This is an optimization exercise on Yosys and OpenROAD, whose aim is small area, a short achievable clock period and few clock cycles per item, not a production implementation. Function was not checked in any run shown here: the RTL went through the layout flow alone. Power figures rest on the tool's default switching activity, not on a simulated workload.

==> design/flow/design.v <==
`default_nettype none
package bls_pkg;
    localparam int WIN_W      = 13;
    localparam int PITCH_W    = 16;
    localparam int BPP_W      = 4;
    localparam int COLOR_W    = 32;
    localparam int OFFSET_W   = 32;
    localparam int CFG_IDX_W  = 3;
    localparam int CFG_DATA_W = 32;
    typedef enum logic [CFG_IDX_W-1:0] {
        CFG_WIN_WIDTH     = 3'd0,
        CFG_WIN_HEIGHT    = 3'd1,
        CFG_ROW_PITCH     = 3'd2,
        CFG_BYTES_PER_PIX = 3'd3,
        CFG_DEFAULT_COLOR = 3'd4
    } cfg_reg_t;
    typedef enum logic {
        REQ_START = 1'b0,
        REQ_STEP  = 1'b1
    } req_type_t;
    localparam logic [WIN_W-1:0]   WIN_WIDTH_RST     = 13'd1920;
    localparam logic [WIN_W-1:0]   WIN_HEIGHT_RST    = 13'd1080;
    localparam logic [PITCH_W-1:0] ROW_PITCH_RST     = 16'd7680;
    localparam logic [BPP_W-1:0]   BYTES_PER_PIX_RST = 4'd4;
    localparam logic [COLOR_W-1:0] DEFAULT_COLOR_RST = 32'h00FF_FFFF;
endpackage
`default_nettype wire
`default_nettype none
import bls_pkg::*;
module bresenham_line_stepper_top (
    input  wire logic                            aclk,
    input  wire logic                            aresetn,
    input  wire logic                            cfg_wr_en,
    input  wire logic [bls_pkg::CFG_IDX_W-1:0]   cfg_index,
    input  wire logic [bls_pkg::CFG_DATA_W-1:0]  cfg_wdata,
    input  wire logic                            s_tvalid,
    output logic                                 s_tready,
    input  wire logic [103:0]                    s_tdata,
    input  wire logic                            s_tuser,
    output logic                                 m_tvalid,
    input  wire logic                            m_tready,
    output logic [103:0]                         m_tdata,
    output logic                                 m_tuser,
    output logic                                 m_tlast
);
    localparam int LW = 29;             
    logic [WIN_W-1:0]   win_width_reg;
    logic [WIN_W-1:0]   win_height_reg;
    logic [PITCH_W-1:0] row_pitch_reg;
    logic [BPP_W-1:0]   bpp_reg;
    logic [COLOR_W-1:0] default_color_reg;
    always_ff @(posedge aclk) begin
        if (!aresetn) begin
            win_width_reg     <= WIN_WIDTH_RST;
            win_height_reg    <= WIN_HEIGHT_RST;
            row_pitch_reg     <= ROW_PITCH_RST;
            bpp_reg           <= BYTES_PER_PIX_RST;
            default_color_reg <= DEFAULT_COLOR_RST;
        end else if (cfg_wr_en) begin
            case (cfg_index)
                CFG_WIN_WIDTH:     win_width_reg     <= cfg_wdata[WIN_W-1:0];
                CFG_WIN_HEIGHT:    win_height_reg    <= cfg_wdata[WIN_W-1:0];
                CFG_ROW_PITCH:     row_pitch_reg     <= cfg_wdata[PITCH_W-1:0];
                CFG_BYTES_PER_PIX: bpp_reg           <= cfg_wdata[BPP_W-1:0];
                CFG_DEFAULT_COLOR: default_color_reg <= cfg_wdata[COLOR_W-1:0];
                default: ;
            endcase
        end
    end
    logic               vld_reg, busy_reg, stp_reg, act_reg, pix_reg, last_reg, win_reg;
    logic               b0_reg, b1_reg;    
    logic [1:0]         it_reg;            
    logic [15:0]        x_reg, y_reg;
    logic [COLOR_W-1:0] col_reg;
    logic [15:0]        dx_reg, dy_reg;    
    logic               sxn_reg, syn_reg;
    logic signed [18:0] f1_reg, f2_reg;
    logic [15:0]        cnt_reg;
    logic [LW-1:0]      lin_reg;
    logic [2:0]         syh_reg, syl_reg;
    logic [6:0]         xcm_reg;
    logic               xcn_reg;
    logic [15:0]        in_sx, in_sy, in_ex, in_ey;
    logic [COLOR_W-1:0] in_color;
    logic               in_use_default;
    assign in_sx          = s_tdata[15:0];
    assign in_sy          = s_tdata[31:16];
    assign in_ex          = s_tdata[47:32];
    assign in_ey          = s_tdata[63:48];
    assign in_color       = s_tdata[95:64];
    assign in_use_default = s_tdata[96];
    logic accept, start, step, idle_step, recalc, load;
    assign s_tready  = !busy_reg && (!vld_reg || m_tready);
    assign accept    = s_tvalid && s_tready;
    assign start     = accept && (s_tuser == REQ_START);
    assign step      = accept && (s_tuser == REQ_STEP) && act_reg;
    assign idle_step = accept && (s_tuser == REQ_STEP) && !act_reg;
    assign recalc    = cfg_wr_en && act_reg && (cfg_index[2:1] == 2'b01);
    assign load      = start || recalc;
    logic it_last, f_init;
    assign it_last = busy_reg && (it_reg == 2'd3);
    assign f_init  = busy_reg && stp_reg && b1_reg;
    logic mv_x, mv_y;
    assign mv_x = !f1_reg[18];
    assign mv_y = f2_reg[18];
    logic signed [18:0] dx2, dy2, f1_base, f2_base, f1_new, f2_new;
    assign dx2     = {2'b00, dx_reg, 1'b0};
    assign dy2     = {2'b00, dy_reg, 1'b0};
    assign f1_base = f_init ? ~{3'b000, dy_reg} : f1_reg;
    assign f2_base = f_init ? {3'b000, dx_reg} : f2_reg;
    assign f1_new  = f1_base + ((f_init || mv_y) ? dx2 : 19'sd0)
                             - ((!f_init && mv_x) ? dy2 : 19'sd0);
    assign f2_new  = f2_base + ((!f_init && mv_y) ? dx2 : 19'sd0)
                             - ((f_init || mv_x) ? dy2 : 19'sd0);
    logic [16:0] dfx, dfy;
    assign dfx = {dx_reg[15], dx_reg} - {x_reg[15], x_reg};
    assign dfy = {dy_reg[15], dy_reg} - {y_reg[15], y_reg};
    logic [15:0] x_next, y_next;
    assign x_next = mv_x ? x_reg + {{15{sxn_reg}}, 1'b1} : x_reg;
    assign y_next = mv_y ? y_reg + {{15{syn_reg}}, 1'b1} : y_reg;
    function automatic logic inwin(input logic [15:0] x, input logic [15:0] y,
                                    input logic [12:0] w, input logic [12:0] h);
        inwin = (x[15:13] == 3'b000) && (y[15:13] == 3'b000) && (x[12:0] < w) &&
                 (y[12:0] < h);
    endfunction
    function automatic logic [2:0] bdec(input logic [2:0] w);
        bdec = {w[2] && (w[1:0] != 2'b11), w[1] ^ w[0], (w == 3'b011) || (w == 3'b100)};
    endfunction
    function automatic logic [4:0] bwin(input logic [15:0] v, input logic [1:0] j);
        logic [16:0] ve;
        ve = {v, 1'b0};
        case (j)
            2'd0: bwin = ve[16:12];
            2'd1: bwin = ve[12:8];
            2'd2: bwin = ve[8:4];
            default: bwin = ve[4:0];
        endcase
    endfunction
    logic [15:0] sel_y, sel_x;
    logic [1:0]  skip, sel_j;
    logic [4:0]  wy, wx;
    logic [3:0]  xv, xmag;
    logic        xneg;
    assign sel_y = start ? in_sy : y_reg;
    assign sel_x = start ? in_sx : x_reg;
    assign skip  = ((sel_x[15:7] == {9{sel_x[15]}}) && (sel_y[15:7] == {9{sel_y[15]}})) ? 2'd2 :
                   ((sel_x[15:11] == {5{sel_x[15]}}) && (sel_y[15:11] == {5{sel_y[15]}})) ? 2'd1 :
                   2'd0;
    assign sel_j = load ? skip : it_reg + 2'd1;
    assign wy    = bwin(sel_y, sel_j);
    assign wx    = bwin(sel_x, sel_j);
    assign xv    = {1'b0, wx[3:1]} + {3'b000, wx[0]};
    assign xneg  = wx[4] && (xv != 4'd8);
    assign xmag  = wx[4] ? 4'd8 - xv : xv;
    logic [3:0]  bpp_next;
    assign bpp_next = (cfg_wr_en && (cfg_index == CFG_BYTES_PER_PIX)) ? cfg_wdata[3:0] : bpp_reg;
    function automatic logic [LW-1:0] prow(input logic [2:0] s, input logic [15:0] m);
        logic [16:0] mag;
        mag = s[0] ? {m, 1'b0} : s[1] ? {1'b0, m} : 17'd0;
        prow = {{12{s[2]}}, mag ^ {17{s[2]}}};
    endfunction
    logic [2:0]    cyh, cyl;
    logic [LW-1:0] lin_base, r_yh, r_yl, r_x, s1, c1, s2, c2, lin_next;
    logic [4:0]    bstep;
    assign bstep = sxn_reg ? -{1'b0, bpp_reg} : {1'b0, bpp_reg};
    always_comb begin
        if (busy_reg) begin
            cyh = syh_reg;
            cyl = syl_reg;
            lin_base = b0_reg ? '0 : (lin_reg << 4);
            lin_base[2] = cyh[2];
            lin_base[0] = xcn_reg;
            r_x = {{22{xcn_reg}}, {xcm_reg ^ {7{xcn_reg}}}};
        end else begin
            cyh = 3'b000;
            cyl = {mv_y && syn_reg, mv_y, 1'b0};
            lin_base = lin_reg;
            r_x = mv_x ? {{24{bstep[4]}}, bstep} : '0;
        end
        r_yh = (prow(cyh, row_pitch_reg) << 2) | {28'd0, cyl[2]};
        r_yl = prow(cyl, row_pitch_reg);
        s1 = lin_base ^ r_yh ^ r_yl;
        c1 = ((lin_base & r_yh) | (lin_base & r_yl) | (r_yh & r_yl)) << 1;
        s2 = s1 ^ c1 ^ r_x;
        c2 = ((s1 & c1) | (s1 & r_x) | (c1 & r_x)) << 1;
        lin_next = s2 + c2;
    end
    always_ff @(posedge aclk) begin
        if (!aresetn) begin
            vld_reg  <= 1'b0;
            busy_reg <= 1'b0;
            act_reg  <= 1'b0;
        end else begin
            if (start) begin
                vld_reg  <= 1'b0;
                busy_reg <= 1'b1;
                act_reg  <= !((in_sx == in_ex) && (in_sy == in_ey));
            end else if (step) begin
                vld_reg  <= 1'b1;
                act_reg  <= (cnt_reg != 16'd1);
            end else if (idle_step) begin
                vld_reg  <= 1'b1;
            end else if (recalc) begin
                busy_reg <= 1'b1;
            end else if (it_last) begin
                vld_reg  <= stp_reg;
                busy_reg <= 1'b0;
            end else if (m_tready) begin
                vld_reg  <= 1'b0;
            end
        end
    end
    always_ff @(posedge aclk) begin
        if (load) it_reg <= skip;
        else if (busy_reg) it_reg <= it_reg + 2'd1;
        b0_reg <= load;
        b1_reg <= b0_reg && !load;
        if (start) stp_reg <= 1'b1;
        else if (recalc) stp_reg <= 1'b0;
        syh_reg <= bdec(wy[4:2]);
        syl_reg <= bdec(wy[2:0]);
        xcm_reg <= 7'(xmag * bpp_next);
        xcn_reg <= xneg;
    end
    always_ff @(posedge aclk) begin
        if (start) begin
            x_reg    <= in_sx;
            y_reg    <= in_sy;
            dx_reg   <= in_ex;
            dy_reg   <= in_ey;
            col_reg  <= in_use_default ? default_color_reg : in_color;
            pix_reg  <= 1'b1;
            last_reg <= (in_sx == in_ex) && (in_sy == in_ey);
            win_reg  <= inwin(in_sx, in_sy, win_width_reg, win_height_reg);
        end else if (step) begin
            x_reg    <= x_next;
            y_reg    <= y_next;
            last_reg <= (cnt_reg == 16'd1);
            win_reg  <= inwin(x_next, y_next, win_width_reg, win_height_reg);
        end else if (idle_step) begin
            x_reg    <= '0;
            y_reg    <= '0;
            col_reg  <= '0;
            pix_reg  <= 1'b0;
            last_reg <= 1'b0;
            win_reg  <= 1'b0;
        end
        if (busy_reg && b0_reg && stp_reg) begin
            dx_reg  <= dfx[16] ? 16'(-dfx) : dfx[15:0];
            dy_reg  <= dfy[16] ? 16'(-dfy) : dfy[15:0];
            sxn_reg <= dfx[16];
            syn_reg <= dfy[16];
        end
        if (step || f_init) begin
            f1_reg <= f1_new;
            f2_reg <= f2_new;
        end
        if (f_init) cnt_reg <= (dx_reg < dy_reg) ? dy_reg : dx_reg;
        else if (step) cnt_reg <= cnt_reg - 16'd1;
        if (step || busy_reg) lin_reg <= lin_next;
    end
    assign m_tvalid = vld_reg;
    assign m_tuser  = pix_reg;
    assign m_tlast  = last_reg;
    assign m_tdata  = {7'b0, col_reg, 3'b000, win_reg ? lin_reg : {LW{1'b0}}, win_reg,
                       y_reg, x_reg};
endmodule
`default_nettype wire
==> design/flow/run.sh <==
#!/bin/bash
# synth_recipe.tcl (not shown) runs the flow's synth.tcl, then flattens the netlist and writes it again
# the make line also repeats each setting of config.mk as NAME=value (left out here)
make -C /OpenROAD-flow-scripts/flow DESIGN_CONFIG=/design/flow/config.mk WORK_HOME=/design/flow/orfs CLKGATE_MAP_FILE= SYNTH_SCRIPT=/design/flow/synth_recipe.tcl finish
==> design/flow/config.mk <==
export PLATFORM = sky130hd
export DESIGN_NAME = bresenham_line_stepper_top
export DESIGN_NICKNAME = bresenham_line_stepper_top
export VERILOG_FILES = /design/flow/design.v
export SDC_FILE = /design/flow/constraint.sdc
export NUM_CORES = 4
export LEC_CHECK = 0
export ABC_CLOCK_PERIOD_IN_PS = 3000
export CAP_MARGIN = 20
export CORE_MARGIN = 2
export CORE_UTILIZATION = 40
export SETUP_SLACK_MARGIN = 5
export SLEW_MARGIN = 20
==> design/flow/constraint.sdc <==
create_clock -name core_clock -period 8.5 [get_ports {aclk}]
set_input_delay 1.7000 -clock core_clock [delete_from_list [all_inputs] [get_ports {aclk}]]
set_output_delay 1.7000 -clock core_clock [all_outputs]
set_load 0.01 [all_outputs]
==> run summary, run 1 <==
run status=no timing/DRC/antenna violations; minimum period implied by the final worst setup slack=roughly 6.4 ns; critical path startpoint category=input port; cell accounting for the most synthesized area=sky130_fd_sc_hd__edfxtp_1; biggest area contributors in the synthesized netlist=sky130_fd_sc_hd__edfxtp_1 (22%), sky130_fd_sc_hd__ha_1 (11%), sky130_fd_sc_hd__dfxtp_1 (8.1%), sky130_fd_sc_hd__fa_1 (7.8%), sky130_fd_sc_hd__nand2_1 (5.9%); mean number of vias per cell=5.66; endpoint class of the critical path=flip-flop; overall die width=252 µm; sequential element share of the synthesized area=0.304; Ports=~250; count of clock tree sinks=282; first-pass GRT wire length=~130000 µm; post-synthesis async set-or-reset flop share=0; post-route clock period utilization=0.755; post-detailed-route count of antenna-violating nets=0; yosys synthesis warning count=1; clock slew seen by the registers of the worst setup and hold paths=about 0.06 ns; gpl congestion=0.928; launch point of the worst hold path=win_height_reg[11]; placed wire-length estimate=62600 µm; vias=22800; wire length reported by the detailed router=90400 µm; Placement Setup Slack=between 0.5 and 0.6 ns; clock root buffer master=sky130_fd_sc_hd__clkbuf_16; min-delay worst type=flip-flop to flip-flop; core footprint=0.0606 mm²; final standard cell utilization of the core=0.554; worst-case headroom to the max-slew limit=0.334; H-Tree Level Count=2; maximum number of pins on one net before global-route repair=around 80; largest driver fanout on the critical path=4; hold_buf cts=0; starting density of the core=0.406; r2r startpoint=x_reg[13]; Synth Instances=2765; net count of the finished layout=roughly 3700; total leakage power=14.3 nW; total congestion overflow after global routing=0; starting DRC count in detailed routing=about 1700; upper clock frequency limit=between 150 and 200 MHz; unrepaired setup endpoints after global routing=true; clock latency on the worst-skew pair=approximately 0.57 ns; highest ir drop seen on vdd=slightly above 200 µV; total negative slack=0 ns; antenna violations before repair=3; count of different cell masters after synthesis=94; number of global-route vias before repair=approximately 23000; post-synth design cell area=approximately 0.025 mm²; CTS tree=built; critical path data arrival time=6.92 ns; number of remaining DRC errors=0; max-cap check violation count=0; flip-flop and latch count after synthesis=roughly 280; critical path startpoint=s_tdata[13]; type of the worst setup path=input port to flip-flop; worst clock skew=0.0163 ns; power density normalized to cell area=about 240 mW/mm²; number of flops mapped to enable cells by yosys=183; Max Slew Vio Count=0; number of buffer cells added on primary ports=roughly 240; placed instance count=between 3000 and 4000; die extent in y=approximately 250 µm; crit path setup slack, layout=2.08 ns; Worst EP required=9.00 ns; global router's overall resource usage=0.276; average detailed-routed wire length per instance=22.4 µm; total iterations of the first detailed-routing run=5; Finish-stage setup viols=0; Most used DFF post-synth=sky130_fd_sc_hd__edfxtp_1; top cell type's share of synthesized area=0.223; final hold viol count=0; Avg Synthesized Cell Area=8.90 µm²; number of placement rows=90; Layout Cells excl Fill=4034; buffer depth of the longest clock path=3; layout cell share with drive strength beyond 1=0.229; Area Overhead vs Synth=36.4%; number of CTS-inserted buffers=36; Worst-Margin Slew=~1.0 ns; Die Footprint=0.0635 mm²
## worst paths after layout
check | endpoint | slack, ns | depth (start not counted)
setup / recovery | xcm_reg[6] | 2.08 | 25
hold / removal | win_height_reg[11] | 0.46 | 2
setup reg to reg | xcm_reg[6] | 2.68 | 24
hold reg to reg | win_height_reg[11] | 0.46 | 2
## cell usage in the layout (no fill, tap or decap), types with 12 or more instances in the layout
cell type,n
sky130_fd_sc_hd__a22oi_1,23
sky130_fd_sc_hd__and3_1,19
sky130_fd_sc_hd__buf_12,21
sky130_fd_sc_hd__a21boi_0,39
sky130_fd_sc_hd__nand2_2,17
sky130_fd_sc_hd__ha_1,170
sky130_fd_sc_hd__o21a_1,21
sky130_fd_sc_hd__nand2_1,363
sky130_fd_sc_hd__buf_4,197
sky130_fd_sc_hd__o21bai_1,20
sky130_fd_sc_hd__a21o_1,51
sky130_fd_sc_hd__nand2b_1,13
sky130_fd_sc_hd__a22o_1,31
sky130_fd_sc_hd__xor2_1,68
sky130_fd_sc_hd__xnor2_2,12
sky130_fd_sc_hd__fa_1,83
sky130_fd_sc_hd__clkbuf_16,39
sky130_fd_sc_hd__o21ai_1,30
sky130_fd_sc_hd__nor2b_1,33
sky130_fd_sc_hd__buf_6,56
sky130_fd_sc_hd__a21oi_1,90
sky130_fd_sc_hd__and2_1,32
sky130_fd_sc_hd__o21ai_0,96
sky130_fd_sc_hd__o211ai_1,15
sky130_fd_sc_hd__a21oi_2,37
sky130_fd_sc_hd__xnor2_1,128
sky130_fd_sc_hd__inv_1,216
sky130_fd_sc_hd__clkdlybuf4s15_1,23
sky130_fd_sc_hd__mux2i_1,78
sky130_fd_sc_hd__nor2_1,163
sky130_fd_sc_hd__ha_4,26
sky130_fd_sc_hd__nor3_1,43
sky130_fd_sc_hd__inv_2,18
sky130_fd_sc_hd__o21ai_2,24
sky130_fd_sc_hd__fa_2,13
sky130_fd_sc_hd__clkdlybuf4s50_1,174
sky130_fd_sc_hd__nand4_1,18
sky130_fd_sc_hd__nand3_1,63
sky130_fd_sc_hd__edfxtp_1,183
sky130_fd_sc_hd__dfxtp_1,96
## cell type report
type                    count  area (µm²)
diodes                      2        5.00
clock buffers              43         990
clock inverters            22         213
fillers                  5322       27000
inverters                 244         960
multi-input cells        2136       17700
flip-flops and latches    282        7480
well taps                 782         978
repair buffers            520        5190
repair inverters            3        20.0
## metal layers
layer | GRT usage | vias to the layer above | part of all wire
li1 | - | 10600 | -
met1 | 0.344 | 11100 | 0.40
met2 | 0.459 | 903 | 0.47
met3 | 0.0508 | 236 | 0.080
met4 | 0.135 | 4 | 0.053
met5 | 0 | - | 0.00028
## kinds of logic (layout without fill, tap and decap cells)
kind of cell	count (synthesis)	in the layout	synth area share
buffers and inverters	358	832	0.0570
muxes	100	100	0.0444
AOI/OAI and AO/OA	602	603	0.163
and+or+nand+nor	897	898	0.169
DFF	282	282	0.304
other	1	12	0.000152
adders and majority gates	303	303	0.183
xor gates and xnor gates	222	222	0.0790
## report_power, final
part | switching, mW | internal, mW | total, mW | leakage, nW
sequential | 0.218 | 1.77 | 1.98 | 2.54
clock | 0.670 | 0.930 | 1.60 | 0.599
combinational | 2.31 | 2.19 | 4.49 | 11.1
## synthesized netlist by cell type, types with 6 or more instances
library cell	count
sky130_fd_sc_hd__mux2i_1	83
sky130_fd_sc_hd__a31oi_1	13
sky130_fd_sc_hd__and3_1	25
sky130_fd_sc_hd__o21ai_1	11
sky130_fd_sc_hd__or4_1	9
sky130_fd_sc_hd__o2111ai_1	6
sky130_fd_sc_hd__o21a_1	23
sky130_fd_sc_hd__o211ai_1	15
sky130_fd_sc_hd__o31ai_1	9
sky130_fd_sc_hd__clkbuf_1	82
sky130_fd_sc_hd__buf_4	12
sky130_fd_sc_hd__buf_1	14
sky130_fd_sc_hd__nand2b_1	17
sky130_fd_sc_hd__xnor2_1	142
sky130_fd_sc_hd__o22ai_1	6
sky130_fd_sc_hd__a21oi_1	130
sky130_fd_sc_hd__nand2_1	390
sky130_fd_sc_hd__o41ai_1	6
sky130_fd_sc_hd__a22o_1	32
sky130_fd_sc_hd__a21boi_0	41
sky130_fd_sc_hd__nor3_1	50
sky130_fd_sc_hd__and2_1	37
sky130_fd_sc_hd__nor4_1	10
sky130_fd_sc_hd__xor2_1	80
sky130_fd_sc_hd__fa_1	96
sky130_fd_sc_hd__o21bai_1	20
sky130_fd_sc_hd__a22oi_1	29
sky130_fd_sc_hd__dfxtp_1	99
sky130_fd_sc_hd__mux2_2	9
sky130_fd_sc_hd__edfxtp_1	183
sky130_fd_sc_hd__nor2_1	180
sky130_fd_sc_hd__o21ai_0	140
sky130_fd_sc_hd__a21o_1	51
sky130_fd_sc_hd__nand4_1	18
sky130_fd_sc_hd__ha_1	207
sky130_fd_sc_hd__or3_1	14
sky130_fd_sc_hd__mux4_2	6
sky130_fd_sc_hd__nand3_1	70
sky130_fd_sc_hd__a211oi_1	16
sky130_fd_sc_hd__inv_1	239
sky130_fd_sc_hd__nor2b_1	37
sky130_fd_sc_hd__or2_2	8
## per-stage QoR
step,hold WS (ns),instance area (µm²),power [mW]
floorplan,0.440,25300,4.57
global placement,0.450,28100,5.41
detailed placement,0.454,28100,5.49
CTS,0.468,32000,7.69
global route,0.483,33600,8.57
finish,0.465,33600,8.08
## what timing repair did
item                                   4_1_cts  5_1_grt
endpoints found under the hold margin        0        0
gates resized for setup                    374      259
cloned                                      16        1
pin swaps                                  136      134
setup endpoints to repair                  292      131
setup buffers                              172       81
## worst max-delay path: stages
cell and delay, ns:
sky130_fd_sc_hd__buf_8 0.10, sky130_fd_sc_hd__or3_4 0.39, sky130_fd_sc_hd__o32ai_2 0.26, sky130_fd_sc_hd__and3_4 0.24, sky130_fd_sc_hd__o211ai_1 0.11, sky130_fd_sc_hd__and2_4 0.21, sky130_fd_sc_hd__inv_8 0.07, sky130_fd_sc_hd__mux4_2 0.52
sky130_fd_sc_hd__nand2_2 0.08, sky130_fd_sc_hd__o21ai_2 0.07, sky130_fd_sc_hd__ha_4 0.17, sky130_fd_sc_hd__ha_4 0.28, sky130_fd_sc_hd__inv_4 0.04, sky130_fd_sc_hd__ha_4 0.14, sky130_fd_sc_hd__nand2b_4 0.15, sky130_fd_sc_hd__xnor2_4 0.14
sky130_fd_sc_hd__or2_1 0.25, sky130_fd_sc_hd__fa_1 0.50, sky130_fd_sc_hd__inv_2 0.05, sky130_fd_sc_hd__fa_2 0.47, sky130_fd_sc_hd__fa_2 0.36, sky130_fd_sc_hd__a21o_1 0.19, sky130_fd_sc_hd__a21oi_2 0.17, sky130_fd_sc_hd__xnor2_2 0.13
sky130_fd_sc_hd__xnor2_1 0.13
==> inputs of run 2 (changes only) <==
--- a/design/flow/config.mk
+++ b/design/flow/config.mk
@@ -5,9 +5,9 @@
 export SDC_FILE = /design/flow/constraint.sdc
 export NUM_CORES = 4
 export LEC_CHECK = 0
-export ABC_CLOCK_PERIOD_IN_PS = 3000
+export ABC_CLOCK_PERIOD_IN_PS = 4000
 export CAP_MARGIN = 20
 export CORE_MARGIN = 2
 export CORE_UTILIZATION = 40
-export SETUP_SLACK_MARGIN = 5
+export SETUP_SLACK_MARGIN = 4.3
 export SLEW_MARGIN = 20
==> run summary, run 2 <==
endpoint class of the critical path=flip-flop; critical path startpoint category=input port; starting density of the core=0.406; maximum number of pins on one net before global-route repair=82; net count of the finished layout=3569; antenna violations before repair=5; Worst-Margin Slew=1.02 ns; Area Overhead vs Synth=29.7%; most common cell after layout, fill and taps aside=sky130_fd_sc_hd__nand2_1; Worst path max stage delay=0.50 ns; synth cell count leaders=sky130_fd_sc_hd__nand2_1 (390), sky130_fd_sc_hd__inv_1 (239), sky130_fd_sc_hd__ha_1 (207); largest driver fanout on the critical path=6; total congestion overflow after global routing=0; post-route clock period utilization=0.758; Synth Instances=2765; H-Tree Level Count=2; Placement Setup Slack=0.581 ns; total negative slack=0 ns; layout filler cell count=5509; power density normalized to cell area=249 mW/mm²; final hold viol count=0; biggest area contributors in the synthesized netlist=sky130_fd_sc_hd__edfxtp_1 (22%), sky130_fd_sc_hd__ha_1 (11%), sky130_fd_sc_hd__dfxtp_1 (8.1%), sky130_fd_sc_hd__fa_1 (7.8%), sky130_fd_sc_hd__nand2_1 (5.9%); unrepaired setup endpoints after global routing=true; number of placement rows=90; crit path setup slack, layout=2.06 ns; die extent in y=252 µm; CP max-delay cell=sky130_fd_sc_hd__mux4_2; Worst EP required=~9.0 ns; number of remaining DRC errors=0; worst clock skew=about 0.025 ns; layout cell share with drive strength beyond 1=0.167; Layout Cells excl Fill=3932; min-delay worst type=flip-flop to flip-flop; mean number of vias per cell=5.67; number of global-route vias before repair=22600; total iterations of the first detailed-routing run=5; number of CTS-inserted buffers=37; cell accounting for the most synthesized area=sky130_fd_sc_hd__edfxtp_1; yosys synthesis warning count=1; WP buf/inv=4; Max Slew Vio Count=0; Most used DFF post-synth=sky130_fd_sc_hd__edfxtp_1; final standard cell utilization of the core=0.527; clock root buffer master=sky130_fd_sc_hd__clkbuf_16; starting DRC count in detailed routing=1589; post-synthesis async set-or-reset flop share=0; post-layout power=7.94 mW; Finish-stage setup viols=0; top cell type's share of synthesized area=0.223; core footprint=0.0606 mm²; first-pass GRT wire length=between 100000 and 150000 µm; placed wire-length estimate=63700 µm; global router's overall resource usage=0.272; placed instance count=~3700; count of different cell masters after synthesis=94; sequential element share of the synthesized area=0.304; average detailed-routed wire length per instance=22.5 µm; number of buffer cells added on primary ports=235; clock latency on the worst-skew pair=0.57 ns; minimum period implied by the final worst setup slack=6.44 ns; post-detailed-route count of antenna-violating nets=0; buffer depth of the longest clock path=3; Die Footprint=0.0635 mm²; hold_buf cts=0; Avg Synthesized Cell Area=approximately 8.9 µm²; highest ir drop seen on vdd=approximately 180 µV; run status=no timing/DRC/antenna violations; flip-flop and latch count after synthesis=282; type of the worst setup path=input port to flip-flop; overall die width=about 250 µm; wire length reported by the detailed router=slightly below 90000 µm; worst-case headroom to the max-slew limit=0.320; cell family with the largest share of critical-path delay=adder cells; post-synth design cell area=roughly 0.025 mm²; gpl congestion=roughly 1; vias=22300; clock slew seen by the registers of the worst setup and hold paths=0.06 ns; count of clock tree sinks=around 280; CTS tree=built; max-cap check violation count=0; most common cell in the synthesized netlist=sky130_fd_sc_hd__nand2_1; total leakage power=13.5 nW; upper clock frequency limit=155 MHz; critical path data arrival time=6.95 ns; number of flops mapped to enable cells by yosys=183; leading cell types in the layout, fill and taps excluded=sky130_fd_sc_hd__nand2_1 (379), sky130_fd_sc_hd__inv_1 (221), sky130_fd_sc_hd__clkdlybuf4s50_1 (208); Ports=about 250
## run 2: worst paths after layout
path	from	endpoint	slack, ns	cells after the start
max	s_tdata[15]	xcm_reg[6]	2.06	25
max reg2reg	x_reg[9]	xcm_reg[6]	2.63	24
min	pix_reg	pix_reg	0.46	2
min reg2reg	pix_reg	pix_reg	0.46	2
## run 2: per-layer routing
layer / GRT usage / share of wire
met2: 0.445 / 0.46
met5: 0 / 0.00057
met4: 0.146 / 0.058
met1: 0.335 / 0.40
met3: 0.0607 / 0.084
## run 2: what timing repair did
action,in CTS,in global routing
resized for setup,249,141
endpoints found under the setup margin,64,63
pin swaps,95,103
endpoints found under the hold margin,0,0
cloned,9,1
buffers inserted,104,46
## run 2: cell families after synthesis
group | count (synthesis) | share of synthesized area
AOI/OAI and AO/OA | 602 | 0.163
xor gates and xnor gates | 222 | 0.0790
adders and majority gates | 303 | 0.183
buffers and inverters | 358 | 0.0570
DFF | 282 | 0.304
muxes | 100 | 0.0444
other | 1 | 0.000152
and+or+nand+nor | 897 | 0.169
## run 2: area by class of cell
| class | instances | area [µm²] | share of cell area |
|---|---|---|---|
| multi-input combinational | 2135 | 17000 | 0.532 |
| antenna | 1 | 2.50 | 0.0000784 |
| sequential | 282 | 7490 | 0.235 |
| clock inverter | 23 | 343 | 0.0107 |
| inverter | 244 | 936 | 0.0293 |
| timing repair buffer | 420 | 4190 | 0.131 |
| clock buffer | 44 | 993 | 0.0311 |
| tap | 782 | 978 | 0.0307 |
| timing repair inverter | 1 | 7.51 | 0.000235 |
## run 2: through the flow
| step | hold slack (ns) | instance area [µm²] |
|---|---|---|
| 2_1_floorplan | 0.440 | 24900 |
| 5_1_grt | 0.493 | 31900 |
| 4_1_cts | 0.466 | 31000 |
| 3_5_place_dp | 0.457 | 27900 |
| 3_3_place_gp | 0.451 | 27900 |
| 6_report | 0.462 | 31900 |
## run 2: report_power, final
group	leakage, nW	internal (mW)	switching, mW
logic	10.3	1.98	2.22
clock network	0.646	1.08	0.668
registers	2.54	1.77	0.220
## run 2: worst min-delay path, delay by kind of cell (launching register included)
| kind | cells | cell delay (ns) |
|---|---|---|
| DFF | 1 | 0.30 |
| and+or+nand+nor | 1 | 0.05 |
| AOI/OAI and AO/OA | 1 | 0.07 |
==> inputs of run 3 (changes only) <==
--- a/design/flow/design.v
+++ b/design/flow/design.v
@@ -67,6 +67,21 @@
             endcase
         end
     end
+    function automatic logic [28:0] sk_add(input logic [28:0] a, input logic [28:0] b);
+        logic [28:0] g, p, p0;
+        int j;
+        g  = a & b;
+        p  = a ^ b;
+        p0 = p;
+        for (int l = 0; l < 5; l++)
+            for (int i = 0; i < 29; i++)
+                if (i[l]) begin
+                    j = (i & ~((2 << l) - 1)) + (1 << l) - 1;
+                    g[i] = g[i] | (p[i] & g[j]);
+                    p[i] = p[i] & p[j];
+                end
+        sk_add = p0 ^ {g[27:0], 1'b0};
+    endfunction
     logic               vld_reg, busy_reg, stp_reg, act_reg, pix_reg, last_reg, win_reg;
     logic               b0_reg, b1_reg;    
     logic [1:0]         it_reg;            
@@ -74,7 +89,7 @@
     logic [COLOR_W-1:0] col_reg;
     logic [15:0]        dx_reg, dy_reg;    
     logic               sxn_reg, syn_reg;
-    logic signed [18:0] f1_reg, f2_reg;
+    logic [18:0]        f1_reg, f2_reg;
     logic [15:0]        cnt_reg;
     logic [LW-1:0]      lin_reg;
     logic [2:0]         syh_reg, syl_reg;
@@ -103,15 +118,24 @@
     logic mv_x, mv_y;
     assign mv_x = !f1_reg[18];
     assign mv_y = f2_reg[18];
-    logic signed [18:0] dx2, dy2, f1_base, f2_base, f1_new, f2_new;
+    logic [18:0] dx2, dy2, f1_base, f2_base, f1_new, f2_new;
+    logic [18:0] f1_a, f1_b, f2_a, f2_b, f1_s, f1_c, f2_s, f2_c;
     assign dx2     = {2'b00, dx_reg, 1'b0};
     assign dy2     = {2'b00, dy_reg, 1'b0};
     assign f1_base = f_init ? ~{3'b000, dy_reg} : f1_reg;
     assign f2_base = f_init ? {3'b000, dx_reg} : f2_reg;
-    assign f1_new  = f1_base + ((f_init || mv_y) ? dx2 : 19'sd0)
-                             - ((!f_init && mv_x) ? dy2 : 19'sd0);
-    assign f2_new  = f2_base + ((!f_init && mv_y) ? dx2 : 19'sd0)
-                             - ((f_init || mv_x) ? dy2 : 19'sd0);
+    assign f1_a    = (f_init || mv_y) ? dx2 : 19'd0;
+    assign f1_b    = ~((!f_init && mv_x) ? dy2 : 19'd0);
+    assign f2_a    = (!f_init && mv_y) ? dx2 : 19'd0;
+    assign f2_b    = ~((f_init || mv_x) ? dy2 : 19'd0);
+    assign f1_s    = f1_base ^ f1_a ^ f1_b;
+    assign f1_c    = {(f1_base[17:0] & f1_a[17:0]) | (f1_base[17:0] & f1_b[17:0]) |
+                      (f1_a[17:0] & f1_b[17:0]), 1'b1};
+    assign f2_s    = f2_base ^ f2_a ^ f2_b;
+    assign f2_c    = {(f2_base[17:0] & f2_a[17:0]) | (f2_base[17:0] & f2_b[17:0]) |
+                      (f2_a[17:0] & f2_b[17:0]), 1'b1};
+    assign f1_new  = 19'(sk_add({10'd0, f1_s}, {10'd0, f1_c}));
+    assign f2_new  = 19'(sk_add({10'd0, f2_s}, {10'd0, f2_c}));
     logic [16:0] dfx, dfy;
     assign dfx = {dx_reg[15], dx_reg} - {x_reg[15], x_reg};
     assign dfy = {dy_reg[15], dy_reg} - {y_reg[15], y_reg};
@@ -123,6 +147,11 @@
         inwin = (x[15:13] == 3'b000) && (y[15:13] == 3'b000) && (x[12:0] < w) &&
                  (y[12:0] < h);
     endfunction
+    logic [15:0] wcx, wcy;
+    logic        win_next;
+    assign wcx      = start ? in_sx : x_next;
+    assign wcy      = start ? in_sy : y_next;
+    assign win_next = inwin(wcx, wcy, win_width_reg, win_height_reg);
     function automatic logic [2:0] bdec(input logic [2:0] w);
         bdec = {w[2] && (w[1:0] != 2'b11), w[1] ^ w[0], (w == 3'b011) || (w == 3'b100)};
     endfunction
@@ -153,7 +182,24 @@
     assign xneg  = wx[4] && (xv != 4'd8);
     assign xmag  = wx[4] ? 4'd8 - xv : xv;
     logic [3:0]  bpp_next;
+    logic [6:0]  bm3, bm5, bm7, xprod;
     assign bpp_next = (cfg_wr_en && (cfg_index == CFG_BYTES_PER_PIX)) ? cfg_wdata[3:0] : bpp_reg;
+    assign bm3 = {3'b000, bpp_next} + {2'b00, bpp_next, 1'b0};
+    assign bm5 = {3'b000, bpp_next} + {1'b0, bpp_next, 2'b00};
+    assign bm7 = {bpp_next, 3'b000} - {3'b000, bpp_next};
+    always_comb begin
+        case (xmag)
+            4'd1: xprod = {3'b000, bpp_next};
+            4'd2: xprod = {2'b00, bpp_next, 1'b0};
+            4'd3: xprod = bm3;
+            4'd4: xprod = {1'b0, bpp_next, 2'b00};
+            4'd5: xprod = bm5;
+            4'd6: xprod = {bm3[5:0], 1'b0};
+            4'd7: xprod = bm7;
+            4'd8: xprod = {bpp_next, 3'b000};
+            default: xprod = 7'd0;
+        endcase
+    end
     function automatic logic [LW-1:0] prow(input logic [2:0] s, input logic [15:0] m);
         logic [16:0] mag;
         mag = s[0] ? {m, 1'b0} : s[1] ? {1'b0, m} : 17'd0;
@@ -183,7 +229,7 @@
         c1 = ((lin_base & r_yh) | (lin_base & r_yl) | (r_yh & r_yl)) << 1;
         s2 = s1 ^ c1 ^ r_x;
         c2 = ((s1 & c1) | (s1 & r_x) | (c1 & r_x)) << 1;
-        lin_next = s2 + c2;
+        lin_next = sk_add(s2, c2);
     end
     always_ff @(posedge aclk) begin
         if (!aresetn) begin
@@ -219,7 +265,7 @@
         else if (recalc) stp_reg <= 1'b0;
         syh_reg <= bdec(wy[4:2]);
         syl_reg <= bdec(wy[2:0]);
-        xcm_reg <= 7'(xmag * bpp_next);
+        xcm_reg <= xprod;
         xcn_reg <= xneg;
     end
     always_ff @(posedge aclk) begin
@@ -231,12 +277,12 @@
             col_reg  <= in_use_default ? default_color_reg : in_color;
             pix_reg  <= 1'b1;
             last_reg <= (in_sx == in_ex) && (in_sy == in_ey);
-            win_reg  <= inwin(in_sx, in_sy, win_width_reg, win_height_reg);
+            win_reg  <= win_next;
         end else if (step) begin
             x_reg    <= x_next;
             y_reg    <= y_next;
             last_reg <= (cnt_reg == 16'd1);
-            win_reg  <= inwin(x_next, y_next, win_width_reg, win_height_reg);
+            win_reg  <= win_next;
         end else if (idle_step) begin
             x_reg    <= '0;
             y_reg    <= '0;
--- a/design/flow/config.mk
+++ b/design/flow/config.mk
@@ -5,9 +5,9 @@
 export SDC_FILE = /design/flow/constraint.sdc
 export NUM_CORES = 4
 export LEC_CHECK = 0
-export ABC_CLOCK_PERIOD_IN_PS = 4000
 export CAP_MARGIN = 20
 export CORE_MARGIN = 2
 export CORE_UTILIZATION = 40
-export SETUP_SLACK_MARGIN = 4.3
+export SETUP_SLACK_MARGIN = 5
 export SLEW_MARGIN = 20
+export TNS_END_PERCENT = 100
==> run summary, run 3 <==
total congestion overflow after global routing=0; Max Slew Vio Count=0; Clock power frac=0.207; antenna violations before repair=7; worst clock skew=0.0455 ns; type of the worst setup path=flip-flop to flip-flop; min-delay worst type=flip-flop to flip-flop; H-Tree Level Count=2; biggest area contributors in the synthesized netlist=sky130_fd_sc_hd__edfxtp_1 (23%), sky130_fd_sc_hd__ha_1 (9.6%), sky130_fd_sc_hd__fa_1 (8.4%), sky130_fd_sc_hd__dfxtp_1 (8.0%), sky130_fd_sc_hd__nand2_1 (5.8%); buffer depth of the longest clock path=3; layout cell share with drive strength beyond 1=0.198; count of clock tree sinks=roughly 280; most common cell after layout, fill and taps aside=sky130_fd_sc_hd__nand2_1; Worst EP required=8.84 ns; Worst-Margin Slew=1.08 ns; Gate power share=0.536; run status=no timing/DRC/antenna violations; number of global-route vias before repair=23000; number of remaining DRC errors=0; Most used DFF post-synth=sky130_fd_sc_hd__edfxtp_1; starting DRC count in detailed routing=1817; mean number of vias per cell=5.63; Ports=roughly 250; final hold viol count=0; multi-input logic area=0.0175 mm²; switch share=0.400; total iterations of the first detailed-routing run=7; placed instance count=around 3800; critical path startpoint category=flip-flop; unrepaired setup endpoints after global routing=true; worst hold margin=between 0.4 and 0.5 ns; maximum number of pins on one net before global-route repair=82; cell internal pwr=4.61 mW; clock latency on the worst-skew pair=0.60 ns; total leakage power=13.8 nW; global router's overall resource usage=0.270; Synth Instances=roughly 2900; power density normalized to cell area=234 mW/mm²; max-cap check violation count=0; starting density of the core=0.402; count of different cell masters after synthesis=85; post-route clock period utilization=0.570; top cell type's share of synthesized area=0.225; Switching Power=3.07 mW; critical path data arrival time=5.19 ns; WHS Path Cells=2; layout filler cell count=5486; die extent in y=about 250 µm; overall die width=252 µm; post-layout power=7.68 mW; post-detailed-route count of antenna-violating nets=0; average detailed-routed wire length per instance=21.8 µm; sequential element share of the synthesized area=0.305; gpl congestion=0.917; number of buffer cells added on primary ports=235; Area Overhead vs Synth=33.2%; post-synth design cell area=0.0247 mm²; part of the power in registers=0.257; Finish-stage setup viols=0; minimum period implied by the final worst setup slack=4.85 ns; number of cells traversed by the worst register-to-register path=20; flip-flop and latch count after synthesis=between 200 and 300; clock slew seen by the registers of the worst setup and hold paths=0.06 ns; clock root buffer master=sky130_fd_sc_hd__clkbuf_16; placed wire-length estimate=slightly above 60000 µm; core footprint=0.0614 mm²; largest driver fanout on the critical path=8; cell accounting for the most synthesized area=sky130_fd_sc_hd__edfxtp_1; leading cell types in the layout, fill and taps excluded=sky130_fd_sc_hd__nand2_1 (362), sky130_fd_sc_hd__inv_1 (254), sky130_fd_sc_hd__nor2_1 (185), sky130_fd_sc_hd__edfxtp_1 (185), sky130_fd_sc_hd__clkdlybuf4s50_1 (171); post-synthesis async set-or-reset flop share=0; Layout Cells excl Fill=4068; net count of the finished layout=3686; Avg Synthesized Cell Area=about 8.6 µm²; worst-case headroom to the max-slew limit=0.282; first-pass GRT wire length=133000 µm; synth cell count leaders=sky130_fd_sc_hd__nand2_1 (382), sky130_fd_sc_hd__inv_1 (273), sky130_fd_sc_hd__nor2_1 (220); number of placement rows=91; final standard cell utilization of the core=0.536; most common cell in the synthesized netlist=sky130_fd_sc_hd__nand2_1; number of flops mapped to enable cells by yosys=approximately 190; highest ir drop seen on vdd=332 µV; upper clock frequency limit=206 MHz; endpoint class of the critical path=flip-flop; number of CTS-inserted buffers=38; yosys synthesis warning count=1; wire length reported by the detailed router=88600 µm; vias=roughly 23000; Die Footprint=between 0.06 and 0.07 mm²; total negative slack=0 ns; FF+latch area=0.00754 mm²; CTS tree=built
==> run 3: changes by cell type after synthesis, sizes merged, moves of 12 or more <==
cell and change:
and3 -12, o21bai -13, o31a +18, ha -18
clkbuf +17, a21o -18, inv +30, o21a +19
nor2 +39, a21oi +29, nor3 +40
==> run 3: what timing repair did <==
item | CTS | global route
pin swaps | 123 | 99
setup endpoints to repair | 351 | 143
cloned | 12 | 1
resized for setup | 414 | 182
hold buffers | 0 | 0
buffers inserted | 154 | 55
==> run 3: kinds of logic after synthesis <==
logic type                 share of synthesized area
xor gates and xnor gates                      0.0747
DFF                                            0.305
buffers and inverters                         0.0639
other                                       0.000152
adders and majority gates                      0.179
and+or+nand+nor                                0.175
muxes                                         0.0372
AOI/OAI and AO/OA                              0.164
==> run 3: worst paths after layout <==
check	start	endpoint	slack, ns
hold reg to reg	default_color_reg[27]	default_color_reg[27]	0.47
setup reg to reg	f2_reg[18]	lin_reg[28]	3.65
hold / removal	default_color_reg[27]	default_color_reg[27]	0.47
setup / recovery	f2_reg[18]	lin_reg[28]	3.65
==> run 3: through the flow <==
step	setup WS [ns]	area [µm²]
floorplan	3.27	25400
global placement	2.01	28100
detailed placement	1.93	28100
CTS	3.57	31800
global route	3.48	32900
finish	3.65	32900
==> run 3: layout make-up <==
type                       instances  area share
tap                              790      0.0301
multi-input combinational       2182       0.533
inverter                         276      0.0328
sequential                       284       0.229
timing repair inverter             2    0.000304
clock inverter                    18     0.00437
antenna                            2    0.000152
timing repair buffer             465       0.138
clock buffer                      49      0.0320
==> run 3: power groups by stage <==
stage / clock network, mW / registers, mW / logic, mW
floorplan: 0 / 1.89 / 2.42
global placement: 0 / 2.01 / 3.08
detailed placement: 0 / 2.00 / 3.17
CTS: 1.61 / 1.97 / 3.75
global route: 1.65 / 1.98 / 4.52
finish: 1.59 / 1.98 / 4.11
==> run 3: worst max-delay path: stages, from the launching register on <==
cell and delay, ns:
sky130_fd_sc_hd__edfxtp_1 0.37, sky130_fd_sc_hd__buf_12 0.15, sky130_fd_sc_hd__clkinvlp_4 0.16, sky130_fd_sc_hd__o22ai_4 0.20, sky130_fd_sc_hd__buf_12 0.16, sky130_fd_sc_hd__a22oi_2 0.09, sky130_fd_sc_hd__xor2_2 0.16, sky130_fd_sc_hd__fa_1 0.47
sky130_fd_sc_hd__fa_1 0.58, sky130_fd_sc_hd__ha_1 0.23, sky130_fd_sc_hd__a21o_1 0.15, sky130_fd_sc_hd__a21o_1 0.19, sky130_fd_sc_hd__a21o_1 0.19, sky130_fd_sc_hd__o31a_1 0.32, sky130_fd_sc_hd__a21boi_4 0.21, sky130_fd_sc_hd__a21oi_4 0.09
sky130_fd_sc_hd__o211ai_1 0.29, sky130_fd_sc_hd__a31oi_2 0.16, sky130_fd_sc_hd__a21o_1 0.21, sky130_fd_sc_hd__a21oi_2 0.15, sky130_fd_sc_hd__xnor2_1 0.07
==> run 3: per-layer routing <==
| layer | share of wire | GRT usage |
|---|---|---|
| met1 | 0.40 | 0.339 |
| met2 | 0.48 | 0.461 |
| met3 | 0.070 | 0.0451 |
| met4 | 0.048 | 0.113 |
| met5 | 0.00015 | 0 |
==> inputs of run 4 (changes only) <==
--- a/design/flow/config.mk
+++ b/design/flow/config.mk
@@ -5,9 +5,9 @@
 export SDC_FILE = /design/flow/constraint.sdc
 export NUM_CORES = 4
 export LEC_CHECK = 0
+export ABC_CLOCK_PERIOD_IN_PS = 4000
 export CAP_MARGIN = 20
 export CORE_MARGIN = 2
 export CORE_UTILIZATION = 40
-export SETUP_SLACK_MARGIN = 5
+export SETUP_SLACK_MARGIN = 4.3
 export SLEW_MARGIN = 20
-export TNS_END_PERCENT = 100
==> run summary, run 4 <==
run status=no timing/DRC/antenna violations; gpl congestion=0.900; die extent in y=252 µm; CP max-delay cell=sky130_fd_sc_hd__fa_1; cell family with the largest share of critical-path delay=compound AO/OA/AOI/OAI gates; final hold viol count=0; number of CTS-inserted buffers=38; upper clock frequency limit=around 200 MHz; r2r startpoint=f2_reg[18]; grt met2 use=0.430; dominant combinational cell family by area after synthesis=adder cells; crit path setup slack, layout=between 3 and 4 ns; launch point of the worst hold path=default_color_reg[20]; share of synthesized area spent on multiplexers=0.0372; placed instance count=approximately 3800; starting DRC count in detailed routing=1973; Worst-Margin Slew=1.05 ns; flip-flop and latch count after synthesis=roughly 280; fraction of the mapped netlist area in simple logic gates=0.175; placed wire-length estimate=roughly 60000 µm; Most used DFF post-synth=sky130_fd_sc_hd__edfxtp_1; starting density of the core=0.402; count of clock tree sinks=284; first-pass GRT wire length=130000 µm; core footprint=0.0614 mm²; worst r2r dst=f2_reg[15]; number of remaining DRC errors=0; FF+latch area=around 0.0075 mm²; top cell type's share of synthesized area=0.225; worst hold endpoint=default_color_reg[20]; busiest layer in global routing=met2; Area Overhead vs Synth=28.4%; average detailed-routed wire length per instance=21.5 µm; most common cell after layout, fill and taps aside=sky130_fd_sc_hd__nand2_1; biggest area contributors in the synthesized netlist=sky130_fd_sc_hd__edfxtp_1 (23%), sky130_fd_sc_hd__ha_1 (9.6%), sky130_fd_sc_hd__fa_1 (8.4%), sky130_fd_sc_hd__dfxtp_1 (8.0%), sky130_fd_sc_hd__nand2_1 (5.8%); number of global-route vias before repair=22200; final standard cell utilization of the core=0.516; synth cell count leaders=sky130_fd_sc_hd__nand2_1 (382), sky130_fd_sc_hd__inv_1 (273), sky130_fd_sc_hd__nor2_1 (220); worst hold margin=0.463 ns; net count of the finished layout=3622; Placement Setup Slack=roughly 1.7 ns; layout cell share with drive strength beyond 1=0.158; unrepaired setup endpoints after global routing=true; Ports=approximately 250; post-synth design cell area=0.0247 mm²; met1 routing resource usage after global routing=0.342; global router's overall resource usage=0.263; clock slew seen by the registers of the worst setup and hold paths=0.06 ns; number of cells traversed by the worst register-to-register path=28; leading cell types in the layout, fill and taps excluded=sky130_fd_sc_hd__nand2_1 (368), sky130_fd_sc_hd__inv_1 (251), sky130_fd_sc_hd__clkdlybuf4s50_1 (209); overall die width=252 µm; critical path startpoint category=flip-flop; clock root buffer master=sky130_fd_sc_hd__clkbuf_16; total iterations of the first detailed-routing run=6; total leakage power=between 10 and 15 nW; WHS Path Cells=2; wire length reported by the detailed router=roughly 86000 µm; WP buf/inv=13; Avg Synthesized Cell Area=8.63 µm²; post-synthesis xor/xnor area fraction=0.0747; cell type with the highest occurrence count on the critical path=sky130_fd_sc_hd__buf_6; highest ir drop seen on vdd=between 400 and 500 µV; post-layout power=7.63 mW; post-synthesis async set-or-reset flop share=0; largest driver fanout on the critical path=5; Synth Instances=2859; hold_buf cts=0; most common cell in the synthesized netlist=sky130_fd_sc_hd__nand2_1; cell accounting for the most synthesized area=sky130_fd_sc_hd__edfxtp_1; yosys synthesis warning count=1; maximum number of pins on one net before global-route repair=82; endpoint class of the critical path=flip-flop; fraction of the mapped netlist area in compound gates=0.164; Die Footprint=0.0637 mm²; CTS tree=built; Worst EP required=8.82 ns; global routing usage on met3=0.0579; Non-Filler Cell Area, Final=around 0.032 mm²; post-detailed-route count of antenna-violating nets=0; antenna violations before repair=8; Finish-stage setup viols=0; Worst R2R Setup Slack=3.49 ns; Max Slew Vio Count=0; minimum period implied by the final worst setup slack=5.01 ns; worst-case headroom to the max-slew limit=0.300; layout filler cell count=5597; total negative slack=0 ns; post-route clock period utilization=0.590; Layout Cells excl Fill=approximately 4000; total congestion overflow after global routing=0; sequential element share of the synthesized area=0.305; power density normalized to cell area=241 mW/mm²; vias=22600; multi-input logic area=0.0170 mm²; count of different cell masters after synthesis=85; Synth Area in Adders=0.179; H-Tree Level Count=2; critical path data arrival time=5.33 ns; clock latency on the worst-skew pair=roughly 0.57 ns; number of buffer cells added on primary ports=approximately 240; type of the worst setup path=flip-flop to flip-flop; min-delay worst type=flip-flop to flip-flop; buffer depth of the longest clock path=3; worst clock skew=between 0.04 and 0.05 ns; number of flops mapped to enable cells by yosys=approximately 190; max-cap check violation count=0; Worst path max stage delay=0.52 ns; number of placement rows=91; mean number of vias per cell=approximately 5.7; placement-stage cell area=0.0280 mm²
-- run 4: cell counts after synthesis --
Identical to the previous run, type by type.
-- run 4: how the worst max path moves through the flow --
stage / cells past startpoint / from / endpoint / slack [ns]
after floorplan: 19 / s_tdata[27] / xcm_reg[5] / 3.27
after global placement: 18 / m_tready / xcm_reg[3] / 1.74
after detailed placement: 18 / m_tready / xcm_reg[3] / 1.69
after CTS: 19 / f2_reg[18] / lin_reg[28] / 3.46
after global routing: 28 / f2_reg[18] / f2_reg[15] / 3.38
final: 28 / f2_reg[18] / f2_reg[15] / 3.49
-- run 4: logic make-up (layout without fill, tap and decap cells) --
group           after synthesis  in the layout
other cells                   1             14
compound gates              620            620
flops                       284            284
fa+ha+maj                   292            292
mux                          90             90
xor+xnor                    209            209
simple gates                955            960
buf+inv                     408            748
-- run 4: cell type report --
| class | instances | share of cell area |
|---|---|---|
| sequential | 284 | 0.238 |
| clock buffer | 48 | 0.0328 |
| clock inverter | 20 | 0.00509 |
| timing repair buffer | 402 | 0.121 |
| multi-input combinational | 2181 | 0.537 |
| tap | 790 | 0.0312 |
| antenna | 4 | 0.000316 |
| timing repair inverter | 2 | 0.000434 |
| inverter | 276 | 0.0336 |
-- run 4: worst min-delay path, cell delays in order (launching register included) --
cell                      delay (ns)
sky130_fd_sc_hd__dfxtp_1        0.32
sky130_fd_sc_hd__nand2_1        0.05
sky130_fd_sc_hd__nand3_1        0.06
-- run 4: report_power, final --
part	leakage [nW]	switching [mW]	internal (mW)	total [mW]
Sequential	2.56	0.199	1.77	1.97
Clock	0.598	0.658	0.928	1.59
Combinational	9.91	2.13	1.94	4.07
-- run 4: repair_timing --
action | 4_1_cts | 5_1_grt
gates cloned | 7 | 0
gates resized for setup | 223 | 163
buffers inserted | 89 | 57
pin swaps | 73 | 103
endpoints found under the setup margin | 197 | 164
-- run 4: layer usage --
| metal | part of all wire | up-vias |
|---|---|---|
| li1 | - | 10600 |
| met1 | 0.42 | 11100 |
| met2 | 0.47 | 842 |
| met3 | 0.081 | 166 |
| met4 | 0.034 | 6 |
| met5 | 0.00041 | - |
==> inputs of run 5 (changes only) <==
--- a/design/flow/config.mk
+++ b/design/flow/config.mk
@@ -5,9 +5,8 @@
 export SDC_FILE = /design/flow/constraint.sdc
 export NUM_CORES = 4
 export LEC_CHECK = 0
-export ABC_CLOCK_PERIOD_IN_PS = 4000
 export CAP_MARGIN = 20
 export CORE_MARGIN = 2
 export CORE_UTILIZATION = 40
-export SETUP_SLACK_MARGIN = 4.3
+export SETUP_SLACK_MARGIN = 3.5
 export SLEW_MARGIN = 20
==> run summary, run 5 <==
run status=no timing/DRC/antenna violations; H-Tree Level Count=2; vias=21900; clock slew seen by the registers of the worst setup and hold paths=0.06 ns; mean number of vias per cell=5.60; minimum period implied by the final worst setup slack=4.98 ns; sequential element share of the synthesized area=0.305; power density normalized to cell area=229 mW/mm²; Die Footprint=0.0637 mm²; cell type with the highest occurrence count on the critical path=sky130_fd_sc_hd__a21o_1; maximum number of pins on one net before global-route repair=86; most common cell after layout, fill and taps aside=sky130_fd_sc_hd__nand2_1; top cell type's share of synthesized area=0.225; yosys synthesis warning count=1; most common cell in the synthesized netlist=sky130_fd_sc_hd__nand2_1; Non-Filler Cell Area, Final=0.0299 mm²; critical path data arrival time=5.28 ns; hold_buf cts=0; clock latency on the worst-skew pair=0.57 ns; Most used DFF post-synth=sky130_fd_sc_hd__edfxtp_1; post-synthesis async set-or-reset flop share=0; count of clock tree sinks=approximately 280; Finish-stage setup viols=0; multi-input logic area=0.0161 mm²; post-detailed-route count of antenna-violating nets=0; Placement Setup Slack=around 1.8 ns; Worst-Margin Slew=roughly 1.0 ns; largest driver fanout on the critical path=4; core footprint=0.0614 mm²; synth cell count leaders=sky130_fd_sc_hd__nand2_1 (382), sky130_fd_sc_hd__inv_1 (273), sky130_fd_sc_hd__nor2_1 (220); max-cap check violation count=0; number of placement rows=91; critical path startpoint category=flip-flop; starting DRC count in detailed routing=1645; final hold viol count=0; endpoint class of the critical path=flip-flop; total iterations of the first detailed-routing run=7; layout filler cell count=~5800; post-synth design cell area=0.0247 mm²; starting density of the core=0.402; highest ir drop seen on vdd=185 µV; biggest area contributors in the synthesized netlist=sky130_fd_sc_hd__edfxtp_1 (23%), sky130_fd_sc_hd__ha_1 (9.6%), sky130_fd_sc_hd__fa_1 (8.4%), sky130_fd_sc_hd__dfxtp_1 (8.0%), sky130_fd_sc_hd__nand2_1 (5.8%); placed wire-length estimate=roughly 62000 µm; type of the worst setup path=flip-flop to flip-flop; net count of the finished layout=~3500; placement-stage cell area=0.0279 mm²; number of global-route vias before repair=21500; flip-flop and latch count after synthesis=284; unrepaired setup endpoints after global routing=true; gpl congestion=0.895; Max Slew Vio Count=0; post-route clock period utilization=0.586; Critical Path, Cell by Cell=buf_12 -> clkinvlp_4 -> o22ai_4 -> buf_6 -> a22oi_2 -> xor2_1 -> fa_1 -> fa_1 -> ha_1 -> a21o_1 -> a21o_1 -> a21o_1 -> o31a_1 -> a21boi_4 -> a21oi_4 -> o211ai_1 -> buf_4 -> a31oi_4 -> a21o_1 -> a21oi_2 -> xnor2_1; upper clock frequency limit=201 MHz; worst clock skew=0.0259 ns; CTS tree=built; number of remaining DRC errors=0; total leakage power=12.5 nW; CP max-delay cell=sky130_fd_sc_hd__fa_1; Ports=about 250; total negative slack=0 ns; Worst R2R Setup Slack=3.52 ns; total congestion overflow after global routing=0; crit path setup slack, layout=3.52 ns; wire length reported by the detailed router=82100 µm; leading cell types in the layout, fill and taps excluded=sky130_fd_sc_hd__nand2_1 (375), sky130_fd_sc_hd__inv_1 (268), sky130_fd_sc_hd__nor2_1 (215); die extent in y=~250 µm; Worst path max stage delay=between 0.5 and 0.6 ns; Area Overhead vs Synth=21.0%; average detailed-routed wire length per instance=21.0 µm; worst-case headroom to the max-slew limit=0.304; r2r startpoint=f2_reg[18]; overall die width=roughly 250 µm; FF+latch area=~0.0075 mm²; worst hold endpoint=win_height_reg[2]; global router's overall resource usage=0.254; Worst EP required=8.80 ns; Synth Instances=~2900; antenna violations before repair=3; worst r2r dst=lin_reg[28]; number of CTS-inserted buffers=37; clock root buffer master=sky130_fd_sc_hd__clkbuf_16; min-delay worst type=flip-flop to flip-flop; Avg Synthesized Cell Area=about 8.6 µm²; number of flops mapped to enable cells by yosys=between 150 and 200; layout cell share with drive strength beyond 1=0.0849; WHS Path Cells=2; first-pass GRT wire length=between 100000 and 150000 µm; count of different cell masters after synthesis=85; cell accounting for the most synthesized area=sky130_fd_sc_hd__edfxtp_1; buffer depth of the longest clock path=3; number of cells traversed by the worst register-to-register path=21; number of buffer cells added on primary ports=235; launch point of the worst hold path=win_height_reg[2]
-- run 5: final cells by class --
cell class | count | share of cell area
Timing Repair Buffer | 314 | 0.101
Sequential cell | 284 | 0.253
Tap cell | 790 | 0.0331
Clock inverter | 15 | 0.00369
Inverter | 276 | 0.0353
Clock buffer | 51 | 0.0342
Antenna cell | 1 | 0.0000838
Multi-Input combinational cell | 2180 | 0.540
-- run 5: report_power, final --
| part | internal [mW] | switching [mW] |
|---|---|---|
| combinational | 1.52 | 1.83 |
| sequential | 1.77 | 0.207 |
| clock | 0.875 | 0.645 |
| total | 4.16 | 2.68 |
-- run 5: worst max path at each step --
| stage | end | start |
|---|---|---|
| finish | lin_reg[28] | f2_reg[18] |
| global route | lin_reg[28] | f2_reg[18] |
| CTS | lin_reg[28] | f2_reg[18] |
| detailed placement | xcm_reg[3] | m_tready |
| global placement | xcm_reg[3] | s_tuser |
| floorplan | xcm_reg[5] | s_tdata[27] |
-- run 5: per-stage QoR --
stage	instances	power, mW	hold slack [ns]	utilization
finish	3911	6.84	0.466	0.487
global placement	3786	4.97	0.450	0.454
detailed placement	3787	5.04	0.460	0.455
global route	3911	7.32	0.485	0.487
floorplan	2868	4.18	0.440	-
CTS	3889	6.73	0.470	0.481
-- run 5: what timing repair did --
action | CTS | global route
gates resized for setup | 91 | 80
cloned | 4 | 0
pin swaps | 19 | 39
setup buffers | 32 | 21
endpoints found under the hold margin | 0 | 0
endpoints found under the setup margin | 49 | 23
-- run 5: critical path, delay by kind of cell (launching register included) --
kind | cells | cell delay (ns)
AO/OA/AOI/OAI | 12 | 2.14
XOR/XNOR | 2 | 0.25
adder cells (fa/ha/maj) | 3 | 1.32
buffers and inverters | 4 | 0.61
flip-flops | 1 | 0.38
-- run 5: logic make-up (layout without fill, tap and decap cells) --
kind of cell | Yosys count | count (layout) | share of synthesized area
compound gates | 620 | 620 | 0.164
simple gates | 955 | 959 | 0.175
fa+ha+maj | 292 | 292 | 0.179
mux | 90 | 90 | 0.0372
xor+xnor | 209 | 209 | 0.0747
buf+inv | 408 | 656 | 0.0639
flops | 284 | 284 | 0.305
other cells | 1 | 11 | 0.000152
-- run 5: metal layers --
metal | routed length [µm] | part of all wire | track usage | vias up
met1 | 34600 | 0.42 | 0.331 | 10700
met3 | 6500 | 0.079 | 0.0538 | 133
met5 | 27 | 0.00033 | 0 | -
li1 | - | - | - | 10400
met2 | 38500 | 0.47 | 0.421 | 748
met4 | 2500 | 0.030 | 0.0820 | 4
==> inputs of run 6 (changes only) <==
--- a/design/flow/config.mk
+++ b/design/flow/config.mk
@@ -7,6 +7,7 @@
 export LEC_CHECK = 0
 export CAP_MARGIN = 20
 export CORE_MARGIN = 2
-export CORE_UTILIZATION = 40
-export SETUP_SLACK_MARGIN = 3.5
+export CORE_UTILIZATION = 65
+export PLACE_DENSITY = 0.75
+export SETUP_SLACK_MARGIN = 4.5
 export SLEW_MARGIN = 20
==> run summary, run 6 <==
power density normalized to cell area=250 mW/mm²; most common cell after layout, fill and taps aside=sky130_fd_sc_hd__nand2_1; number of buffer cells added on primary ports=235; met3 routed WL=between 9000 and 10000 µm; largest driver fanout on the critical path=7; crit path setup slack, layout=3.38 ns; post-synth design cell area=0.0247 mm²; number of cells traversed by the worst register-to-register path=20; switch share=0.409; sequential element share of the synthesized area=0.305; post-synthesis async set-or-reset flop share=0; count of clock tree sinks=284; maximum number of pins on one net before global-route repair=82; yosys synthesis warning count=1; endpoint class of the critical path=flip-flop; Synth Instances=between 2000 and 3000; gpl congestion=0.966; clock slew seen by the registers of the worst setup and hold paths=0.06 ns; cell accounting for the most synthesized area=sky130_fd_sc_hd__edfxtp_1; worst-case headroom to the max-slew limit=0.237; core footprint=between 0.03 and 0.04 mm²; Worst-Margin Slew=1.14 ns; number of flops mapped to enable cells by yosys=about 190; Most used DFF post-synth=sky130_fd_sc_hd__edfxtp_1; min-delay worst type=flip-flop to flip-flop; biggest area contributors in the synthesized netlist=sky130_fd_sc_hd__edfxtp_1 (23%), sky130_fd_sc_hd__ha_1 (9.6%), sky130_fd_sc_hd__fa_1 (8.4%), sky130_fd_sc_hd__dfxtp_1 (8.0%), sky130_fd_sc_hd__nand2_1 (5.8%); count of different cell masters after synthesis=85; total iterations of the first detailed-routing run=9; post-detailed-route count of antenna-violating nets=0; Die Footprint=~0.040 mm²; H-Tree Level Count=2; starting density of the core=0.657; flip-flop and latch count after synthesis=284; total congestion overflow after global routing=0; Critical Path, Cell by Cell=clkdlybuf4s15_1 -> nand4b_1 -> buf_4 -> buf_4 -> o21ai_0 -> o21bai_4 -> a21oi_1 -> nor3_1 -> nor2_1 -> ha_2 -> ha_4 -> or3_4 -> and3_4 -> a211o_4 -> and3_4 -> a22o_1; die extent in y=199 µm; number of global-route vias before repair=23700; critical path startpoint=cfg_index[1]; minimum period implied by the final worst setup slack=5.12 ns; Switching Power=3.21 mW; worst clock skew=0.0287 ns; Finish-stage setup viols=0; most common cell in the synthesized netlist=sky130_fd_sc_hd__nand2_1; cell internal pwr=between 4 and 5 mW; synth cell count leaders=sky130_fd_sc_hd__nand2_1 (382), sky130_fd_sc_hd__inv_1 (273), sky130_fd_sc_hd__nor2_1 (220); layout cell share with drive strength beyond 1=0.158; starting DRC count in detailed routing=3309; Gate power share=0.552; unrepaired setup endpoints after global routing=true; critical path startpoint category=input port; total negative slack=0 ns; highest ir drop seen on vdd=447 µV; first-pass GRT wire length=130000 µm; Worst EP required=around 9.0 ns; CP max-delay cell=sky130_fd_sc_hd__a21oi_1; Avg Synthesized Cell Area=about 8.6 µm²; Area Overhead vs Synth=27.4%; wire length reported by the detailed router=89100 µm; buffer depth of the longest clock path=3; part of the power in registers=0.253; leading cell types in the layout, fill and taps excluded=sky130_fd_sc_hd__nand2_1 (365), sky130_fd_sc_hd__inv_1 (255), sky130_fd_sc_hd__clkdlybuf4s50_1 (208); total leakage power=13.2 nW; worst r2r dst=lin_reg[25]; hold_buf cts=0; max-cap check violation count=0; run status=no timing/DRC/antenna violations; Worst R2R Setup Slack=3.46 ns; Post-Route M1 WL=~31000 µm; critical path data arrival time=5.58 ns; met2 layer wire length in the routed design=40600 µm; Worst path max stage delay=between 0.4 and 0.5 ns; mean number of vias per cell=6.57; clock root buffer master=sky130_fd_sc_hd__clkbuf_16; Max Slew Vio Count=0; type of the worst setup path=input port to flip-flop; CTS tree=built; global router's overall resource usage=0.428; r2r startpoint=f2_reg[18]; Clock power frac=0.195; number of CTS-inserted buffers=35; upper clock frequency limit=roughly 200 MHz; top cell type's share of synthesized area=0.225; vias=24500; overall die width=199 µm; number of placement rows=71; clock latency on the worst-skew pair=0.59 ns; Placement Setup Slack=a little under 2 ns; highest metal used=met5; endpoint of the worst setup timing path=xcm_reg[6]; antenna violations before repair=2; post-route clock period utilization=0.602; Ports=between 200 and 300; final hold viol count=0; placed wire-length estimate=56000 µm; average detailed-routed wire length per instance=about 24 µm; number of remaining DRC errors=0; net count of the finished layout=3624
[run 6: logic make-up after synthesis]
kind of cell | after synthesis | share of synthesized area
buf+inv | 408 | 0.0639
simple gates | 955 | 0.175
xor+xnor | 209 | 0.0747
fa+ha+maj | 292 | 0.179
compound gates | 620 | 0.164
mux | 90 | 0.0372
flops | 284 | 0.305
other cells | 1 | 0.000152
[run 6: worst min path at each step]
stage	start	endpoint	slack [ns]	depth (start not counted)
final	pix_reg	pix_reg	0.46	2
after CTS	pix_reg	pix_reg	0.46	2
after floorplan	win_height_reg[0]	win_height_reg[0]	0.44	2
after global placement	default_color_reg[23]	default_color_reg[23]	0.45	2
after global routing	pix_reg	pix_reg	0.48	2
after detailed placement	default_color_reg[21]	default_color_reg[21]	0.46	2
[run 6: layout make-up]
class | count | area [µm²]
Multi-Input combinational cell | 2182 | 17000
Sequential cell | 284 | 7540
Fill cell | 2118 | 6120
Timing Repair Buffer | 407 | 4040
Inverter | 276 | 1060
Clock buffer | 47 | 1010
Tap cell | 511 | 639
Clock inverter | 16 | 118
Timing Repair inverter | 1 | 5.00
Antenna cell | 2 | 5.00
[run 6: what timing repair did]
| item | CTS | global route |
|---|---|---|
| gates resized for setup | 294 | 111 |
| cloned | 9 | 1 |
| pin swaps | 98 | 90 |
| setup buffers | 112 | 40 |
| hold endpoints to repair | 0 | 0 |
| endpoints found under the setup margin | 230 | 81 |
[run 6: worst max-delay path, delay by kind of cell]
| kind | cells | cell delay (ns) |
|---|---|---|
| and+or+nand+nor | 6 | 1.38 |
| buffers and inverters | 3 | 0.72 |
| AOI/OAI and AO/OA | 5 | 1.30 |
| adders and majority gates | 2 | 0.48 |
[run 6: metal layers]
metal | global-route usage | up-vias
li1 | - | 10600
met1 | 0.518 | 11500
met2 | 0.694 | 1840
met3 | 0.0958 | 549
met4 | 0.267 | 2
met5 | 0 | -
[run 6: stage by stage]
| step | hold slack (ns) | instances | cell area, µm² | utilization | total power [mW] |
|---|---|---|---|---|---|
| 6_report | 0.463 | 3726 | 31500 | 0.837 | 7.85 |
| 5_1_grt | 0.484 | 3725 | 31500 | 0.837 | 8.20 |
| 4_1_cts | 0.465 | 3682 | 30700 | 0.816 | 7.23 |
| 3_5_place_dp | 0.459 | 3498 | 27700 | 0.736 | 5.12 |
| 3_3_place_gp | 0.450 | 3497 | 27600 | 0.736 | 4.96 |
| 2_1_floorplan | 0.440 | 2868 | 25200 | - | 4.28 |
[run 6: power by group through the flow]
stage / registers (mW) / logic, mW / clock network (mW)
after detailed placement: 1.99 / 3.14 / 0
after floorplan: 1.89 / 2.40 / 0
after global placement: 1.99 / 2.98 / 0
final: 1.98 / 4.34 / 1.53
after global routing: 1.99 / 4.64 / 1.57
after CTS: 1.96 / 3.76 / 1.51

Check on run 6: ideal ports give 3.383 ns setup slack; a clkbuf_16 on the clock port and buf_2 on the inputs give 3.394 ns; moving port delays by the midpoint clock arrival (0.639 ns) as well gives 2.755 ns.
